This design comes from an exercise in tuning for small area, a short achievable clock period and few clock cycles per item on the open sky130 flow, not from production work.
At most, simulation tests tie the RTL to the original design; equivalence was not proved.

12-13:
Design aes_key_expand, start of the top module:
module aes_key_expand #(
  parameter int KEY_BITS = 256
) (
  input  logic                clk,
  input  logic                rst,
  input  logic                start,
  input  logic [KEY_BITS-1:0] key_in,
  output logic                busy,
  output logic [127:0]        rk_out,
  output logic [3:0]          rk_idx,
  output logic                rk_valid,
  input  logic                rk_ready,
  output logic                done
);
==> module aes_key_expand, before the edit <==
module aes_key_expand #(
  parameter int KEY_BITS = 256
) (
  input  logic                clk,
  input  logic                rst,
  input  logic                start,
  input  logic [KEY_BITS-1:0] key_in,
  output logic                busy,
  output logic [127:0]        rk_out,
  output logic [3:0]          rk_idx,
  output logic                rk_valid,
  input  logic                rk_ready,
  output logic                done
);
  logic [255:0] st;      
  logic [3:0]   idx;     
  logic         act;     
  logic [3:0]   act_g;   
  logic         vld;     
  logic [3:0]   ridx;    
  logic [31:0]  sw, p0, p1, p2, p3, rc;
  logic [127:0] nw;
  logic [7:0]   rcon;
  logic         adv;
  for (genvar b = 0; b < 4; b++) begin : g_sbox
    aes_ks_sbox u_sbox (.x(st[224+8*b +: 8]), .y(sw[8*b +: 8]));
  end
  aes_ks_mix u_mix (.sw(sw), .rot(!idx[0]), .p({p3, p2, p1, p0}), .nw(nw));
  assign busy     = vld;
  assign rk_valid = vld;
  assign rk_out   = st[127:0];
  assign rk_idx   = ridx;
  always_comb begin
    rcon = 8'h01 << idx[3:1];
    rc = idx[0] ? 32'h0 : {24'h0, rcon};
    p0 = st[31:0] ^ rc;
    p1 = p0 ^ st[63:32];
    p2 = p1 ^ st[95:64];
    p3 = p2 ^ st[127:96];
    adv = rk_ready;
  end
  logic [255:0] st_next;
  assign st_next = {nw, st[255:128]};
  for (genvar g = 0; g < 4; g++) begin : g_st
    always_ff @(posedge clk) begin
      if (!act_g[g]) st[64*g +: 64] <= key_in[64*g +: 64];
      else if (adv) st[64*g +: 64] <= st_next[64*g +: 64];
    end
    always_ff @(posedge clk or posedge rst) begin
      if (rst) act_g[g] <= 1'b0;
      else if (!act_g[g]) act_g[g] <= start;
      else if (adv && idx == 4'd14) act_g[g] <= 1'b0;
    end
  end
  always_ff @(posedge clk) begin
    if (!act) ridx <= 4'd0;
    else if (adv) ridx <= idx + 4'd1;
  end
  always_ff @(posedge clk or posedge rst) begin
    if (rst) begin
      act <= 1'b0;
      vld <= 1'b0;
      idx <= 4'd0;
      done <= 1'b0;
    end else begin
      done <= 1'b0;
      if (!vld) vld <= start;
      else if (adv && idx == 4'd14) vld <= 1'b0;
      if (!act) begin
        idx <= 4'd0;
        if (start) act <= 1'b1;
      end else if (adv) begin
        idx <= idx + 4'd1;
        if (idx == 4'd14) begin
          act <= 1'b0;
          done <= 1'b1;
        end
      end
    end
  end
endmodule
export LEC_CHECK = 0
export CAP_MARGIN = 20
export CORE_MARGIN = 2
export CORE_UTILIZATION = 60
export SLEW_MARGIN = 20
export SYNTH_HIERARCHICAL = 1
export SYNTH_MINIMUM_KEEP_SIZE = 0
create_clock -name core_clock -period 22.0 [get_ports {clk}]
standard.sh (not shown) runs the stock make flow with config.mk's settings and CLKGATE_MAP_FILE= SYNTH_SCRIPT=/design/flow/synth_recipe.tcl, a recipe that flattens the netlist after the stock synthesis.
==> flow/flow/run.sh <==
#!/bin/bash
# Standard ORFS layout (the standard.sh), with these changes:
#  - synthesis is the standard flow's own script, but ABC maps with flow/abc.script (area-oriented);
#  - ports are buffered with the small sky130_fd_sc_hd__buf_1 instead of the default pick,
#    except rk_ready, whose buffer becomes a buf_8 after global placement (flow/port_drivers.tcl);
#  - clock tree synthesis inserts no dummy loads;
#  - timing repair aims for a slack margin that leaves TARGET_NS (flow/target.txt) of the
#    clock period, so the layout is sized for a shorter period than the constraint asks.
# Each step's full log is in orfs/logs/; the make output is in synth.log and layout.log here.
set -euo pipefail
here=$(pwd)
export FLOW_WORK=$here
export MY_ABC_SCRIPT=$here/flow/abc.script
target=$(cat flow/target.txt)
extra=()
if [[ "$target" != "none" ]]; then
  margin=$(python3 -c "print(round($FLOW_PERIOD_NS - $target, 3))")
  extra+=("SETUP_SLACK_MARGIN=$margin")
fi
bash standard.sh "SYNTH_SCRIPT=$here/flow/my_synth.tcl" synth > "$here/synth.log" 2>&1
bash standard.sh "CTS_ARGS=-sink_clustering_enable -repair_clock_nets -dont_use_dummy_load" "BUFFER_PORTS_ARGS=-buffer_cell sky130_fd_sc_hd__buf_1" "POST_GLOBAL_PLACE_TCL=$here/flow/port_drivers.tcl" "${extra[@]}" finish > "$here/layout.log" 2>&1
==> flow/flow/abc.script <==
strash
map -a
==> flow/flow/my_synth.tcl <==
# The standard synthesis script (synth_recipe.tcl, in the work folder), with one change:
# every ABC mapping call uses the script named by MY_ABC_SCRIPT instead of ORFS's.
proc abc {args} {
  set i [lsearch -exact $args -script]
  if {$i >= 0} { lset args [expr {$i + 1}] $::env(MY_ABC_SCRIPT) }
  yosys abc {*}$args
}
source $::env(FLOW_WORK)/synth_recipe.tcl
==> flow/flow/port_drivers.tcl <==
# After global placement: the input port rk_ready fans out to every state register's
# enable, so its port buffer gets a stronger cell than the buf_1 the other ports use.
foreach port {rk_ready} {
  foreach pin [get_pins -of_objects [get_nets $port]] {
    set inst [get_cells -of_objects $pin]
    if {[get_property [get_lib_cells -of_objects $inst] name] eq "sky130_fd_sc_hd__buf_1"} {
      puts "port_drivers: [get_full_name $inst] on $port -> sky130_fd_sc_hd__buf_8"
      replace_cell $inst sky130_fd_sc_hd__buf_8
    }
  }
}
==> flow/flow/target.txt <==
5.85
--- input diff 12-13..10-14 ---
==> flow/design.v, changed modules only <==
module aes_key_expand #(
  parameter int KEY_BITS = 256
) (
  input  logic                clk,
  input  logic                rst,
  input  logic                start,
  input  logic [KEY_BITS-1:0] key_in,
  output logic                busy,
  output logic [127:0]        rk_out,
  output logic [3:0]          rk_idx,
  output logic                rk_valid,
  input  logic                rk_ready,
  output logic                done
);
  logic [255:0] st;      
  logic [3:0]   idx;     
  logic         act;     
  logic         vld;     
  logic [31:0]  sw, p0, p1, p2, p3, rc;
  logic [127:0] nw;
  logic [7:0]   rcon;
  logic         adv;
  for (genvar b = 0; b < 4; b++) begin : g_sbox
    aes_ks_sbox u_sbox (.x(st[224+8*b +: 8]), .y(sw[8*b +: 8]));
  end
  aes_ks_mix u_mix (.sw(sw), .rot(!idx[0]), .p({p3, p2, p1, p0}), .nw(nw));
  assign busy     = vld;
  assign rk_valid = vld;
  assign rk_out   = st[127:0];
  assign rk_idx   = idx;
  always_comb begin
    rcon = 8'h01 << idx[3:1];
    rc = idx[0] ? 32'h0 : {24'h0, rcon};
    p0 = st[31:0] ^ rc;
    p1 = p0 ^ st[63:32];
    p2 = p1 ^ st[95:64];
    p3 = p2 ^ st[127:96];
    adv = rk_ready;
  end
  always_ff @(posedge clk) begin
    if (!act) st <= key_in;
    else if (adv) st <= {nw, st[255:128]};
  end
  always_ff @(posedge clk or posedge rst) begin
    if (rst) begin
      act <= 1'b0;
      vld <= 1'b0;
      idx <= 4'd0;
      done <= 1'b0;
    end else begin
      done <= 1'b0;
      if (!vld) vld <= start;
      else if (adv && idx == 4'd14) vld <= 1'b0;
      if (!act) begin
        idx <= 4'd0;
        if (start) act <= 1'b1;
      end else if (adv) begin
        idx <= idx + 4'd1;
        if (idx == 4'd14) begin
          act <= 1'b0;
          done <= 1'b1;
        end
      end
    end
  end
endmodule
## What came out
- When the final numbers for 12-13 and 10-14 were put side by side, the diode insertion count for antenna repair turned out to be greater in 12-13.
- 10-14: full flow OK, the timing, DRC and antenna checks passed
- Taking 12-13 as the reference, in 10-14 sum of met3 wire segment lengths after detailed routing shows an increase of 480 um, hold slack shows an increase of 0.034 ns, post-route standard cell area excluding fillers shows a reduction of about 2.7%, final cell count shows an increase of 472, wire length of the first global-routing pass shows a reduction of 5.3%.
- For the area of combinational cells with multiple inputs, 10-14 came in about 3.5% lower than 12-13 did.
- Diff 12-13 -> 10-14: clock insertion delay at the later pin of the skew report comparable, met1 usage went down by 0.70 points.
Testbench counts of 10-14, summed over its fixed seeds: cycles 3,072, round keys 2,880.
Only the layout flow was run in 12-13; the RTL was not checked for function there.

aes_key_expand, a different RTL version from the one above (not shown whole).
For scale: ~400 I/O pins.
==> module aes_key_expand, before the edit <==
module aes_key_expand #(
  parameter int KEY_BITS = 256
) (
  input  logic                clk,
  input  logic                rst,
  input  logic                start,
  input  logic [KEY_BITS-1:0] key_in,
  output logic                busy,
  output logic [127:0]        rk_out,
  output logic [3:0]          rk_idx,
  output logic                rk_valid,
  input  logic                rk_ready,
  output logic                done
);
  logic [255:0] st;      
  logic [3:0]   idx;     
  logic         act;     
  logic         vld;     
  logic [3:0]   ridx;    
  logic [31:0]  sw, p0, p1, p2, p3, rc;
  logic [127:0] nw;
  logic [7:0]   rcon;
  logic         adv;
  for (genvar b = 0; b < 4; b++) begin : g_sbox
    aes_ks_sbox u_sbox (.x(st[224+8*b +: 8]), .y(sw[8*b +: 8]));
  end
  aes_ks_mix u_mix (.sw(sw), .rot(!idx[0]), .p({p3, p2, p1, p0}), .nw(nw));
  assign busy     = vld;
  assign rk_valid = vld;
  assign rk_out   = st[127:0];
  assign rk_idx   = ridx;
  always_comb begin
    rcon = 8'h01 << idx[3:1];
    rc = idx[0] ? 32'h0 : {24'h0, rcon};
    p0 = st[31:0] ^ rc;
    p1 = p0 ^ st[63:32];
    p2 = p1 ^ st[95:64];
    p3 = p2 ^ st[127:96];
    adv = rk_ready;
  end
  logic sel_ld, sel_sh, sel_hd;
  assign sel_ld = !act;
  assign sel_sh = act && adv;
  assign sel_hd = act && !adv;
  logic [255:0] st_d, st_n;
  assign st_n = {nw, st[255:128]};
  for (genvar j = 0; j < 256; j++) begin : g_sel
    aes_ks_sel u_sel (.ld(sel_ld), .sh(sel_sh), .hd(sel_hd), .k(key_in[j]),
                      .n(st_n[j]), .q(st[j]), .d(st_d[j]));
  end
  always_ff @(posedge clk) begin
    st <= st_d;
  end
  always_ff @(posedge clk) begin
    if (!act) ridx <= 4'd0;
    else if (adv) ridx <= idx + 4'd1;
  end
  always_ff @(posedge clk or posedge rst) begin
    if (rst) begin
      act <= 1'b0;
      vld <= 1'b0;
      idx <= 4'd0;
      done <= 1'b0;
    end else begin
      done <= 1'b0;
      if (!vld) vld <= start;
      else if (adv && idx == 4'd14) vld <= 1'b0;
      if (!act) begin
        idx <= 4'd0;
        if (start) act <= 1'b1;
      end else if (adv) begin
        idx <= idx + 4'd1;
        if (idx == 4'd14) begin
          act <= 1'b0;
          done <= 1'b1;
        end
      end
    end
  end
endmodule
clock: 22.0 ns
lec_check: 0
cap_margin: 20
core_margin: 2
core_utilization: 60
slew_margin: 20
synth_hierarchical: 1
synth_minimum_keep_size: 0
==> flow/flow/run.sh <==
#!/bin/bash
# Standard ORFS layout (the standard.sh), with these changes:
#  - synthesis is the standard flow's own script, but ABC maps with flow/abc.script (area-oriented);
#  - ports are buffered with the small sky130_fd_sc_hd__buf_1 instead of the default pick;
#  - clock tree synthesis clusters up to 24 sinks per leaf buffer and inserts no dummy loads;
#  - timing repair aims for a slack margin that leaves TARGET_NS (flow/target.txt) of the
#    clock period, so the layout is sized for a shorter period than the constraint asks.
# Each step's full log is in orfs/logs/; the make output is in synth.log and layout.log here.
set -euo pipefail
here=$(pwd)
export FLOW_WORK=$here
export MY_ABC_SCRIPT=$here/flow/abc.script
target=$(cat flow/target.txt)
extra=()
if [[ "$target" != "none" ]]; then
  margin=$(python3 -c "print(round($FLOW_PERIOD_NS - $target, 3))")
  extra+=("SETUP_SLACK_MARGIN=$margin")
fi
bash standard.sh "SYNTH_SCRIPT=$here/flow/my_synth.tcl" synth > "$here/synth.log" 2>&1
bash standard.sh "CTS_ARGS=-sink_clustering_enable -repair_clock_nets -dont_use_dummy_load -sink_clustering_size 24 -sink_clustering_max_diameter 80" "BUFFER_PORTS_ARGS=-buffer_cell sky130_fd_sc_hd__buf_1" "${extra[@]}" finish > "$here/layout.log" 2>&1
==> flow/flow/target.txt <==
5.7
Scripts as last shown in full above: flow/flow/abc.script, flow/flow/my_synth.tcl
Edit:
--- a/flow/design.v
+++ b/flow/design.v
@@ -14,11 +14,10 @@
 );
   logic [255:0] st;      
   logic [3:0]   idx;     
   logic         act;     
   logic         vld;     
-  logic [3:0]   ridx;    
   logic [31:0]  sw, p0, p1, p2, p3, rc;
   logic [127:0] nw;
   logic [7:0]   rcon;
   logic         adv;
   for (genvar b = 0; b < 4; b++) begin : g_sbox
@@ -26,11 +25,11 @@
   end
   aes_ks_mix u_mix (.sw(sw), .rot(!idx[0]), .p({p3, p2, p1, p0}), .nw(nw));
   assign busy     = vld;
   assign rk_valid = vld;
   assign rk_out   = st[127:0];
-  assign rk_idx   = ridx;
+  assign rk_idx   = idx;
   always_comb begin
     rcon = 8'h01 << idx[3:1];
     rc = idx[0] ? 32'h0 : {24'h0, rcon};
     p0 = st[31:0] ^ rc;
     p1 = p0 ^ st[63:32];
@@ -48,14 +47,10 @@
     aes_ks_sel u_sel (.ld(sel_ld), .sh(sel_sh), .hd(sel_hd), .k(key_in[j]),
                       .n(st_n[j]), .q(st[j]), .d(st_d[j]));
   end
   always_ff @(posedge clk) begin
     st <= st_d;
-  end
-  always_ff @(posedge clk) begin
-    if (!act) ridx <= 4'd0;
-    else if (adv) ridx <= idx + 4'd1;
   end
   always_ff @(posedge clk or posedge rst) begin
     if (rst) begin
       act <= 1'b0;
       vld <= 1'b0;
After rerunning:
- synthesized area falls by 0.76%
- final area falls by 1.1%
- register-to-register slack gets better by 0.06 ns
- hold slack barely changes
- synthesized cell count falls by 0.77%
- global-route usage barely changes
Testbench counts after the change, summed over its fixed seeds: cycles 3,072, round keys 2,880.
For the first run of this note, only the layout was checked, not whether the RTL still works.

==> static timing again, ports no longer ideal <==
The results above use ideal ports. As a check the final layouts listed here were re-extracted and re-timed, cells and wires unchanged. Step 1: set_driving_cell puts a clkbuf_16 on clk and a buf_2 on each other input, an assumption about the parent block. Step 2 moves the port delays by t, midway between the first and last clock arrival at a register: inputs arrive t later, outputs are due t later. That takes back most of the time a late clock gives input paths. Three values: ideal, step 1, step 2; two values: the first two.
run	t (ns)	setup slack, ns	worst hold slack (ns)	clock arrival spread, ns	pins driven straight from the clock port
12-13	0.595	16.394 / 16.342 / 16.048	0.469 / 0.469 / 0.469	0.062 / 0.063	1
10-14	0.596	16.335 / 16.282 / 15.822	0.503 / 0.503 / 0.503	0.030 / 0.030	1
the first run of note 2	0.550	16.437 / 16.384 / 15.911	0.444 / 0.444 / 0.444	0.048 / 0.048	1
the second run of note 2	0.528	16.389 / 16.334 / 15.930	0.443 / 0.443 / 0.443	0.032 / 0.033	1
After both steps setup and hold are still met in every run listed. For the first run of note 2, which loses most, drivers alone change the setup slack by -0.053 ns; drivers and shift together by -0.526 ns.
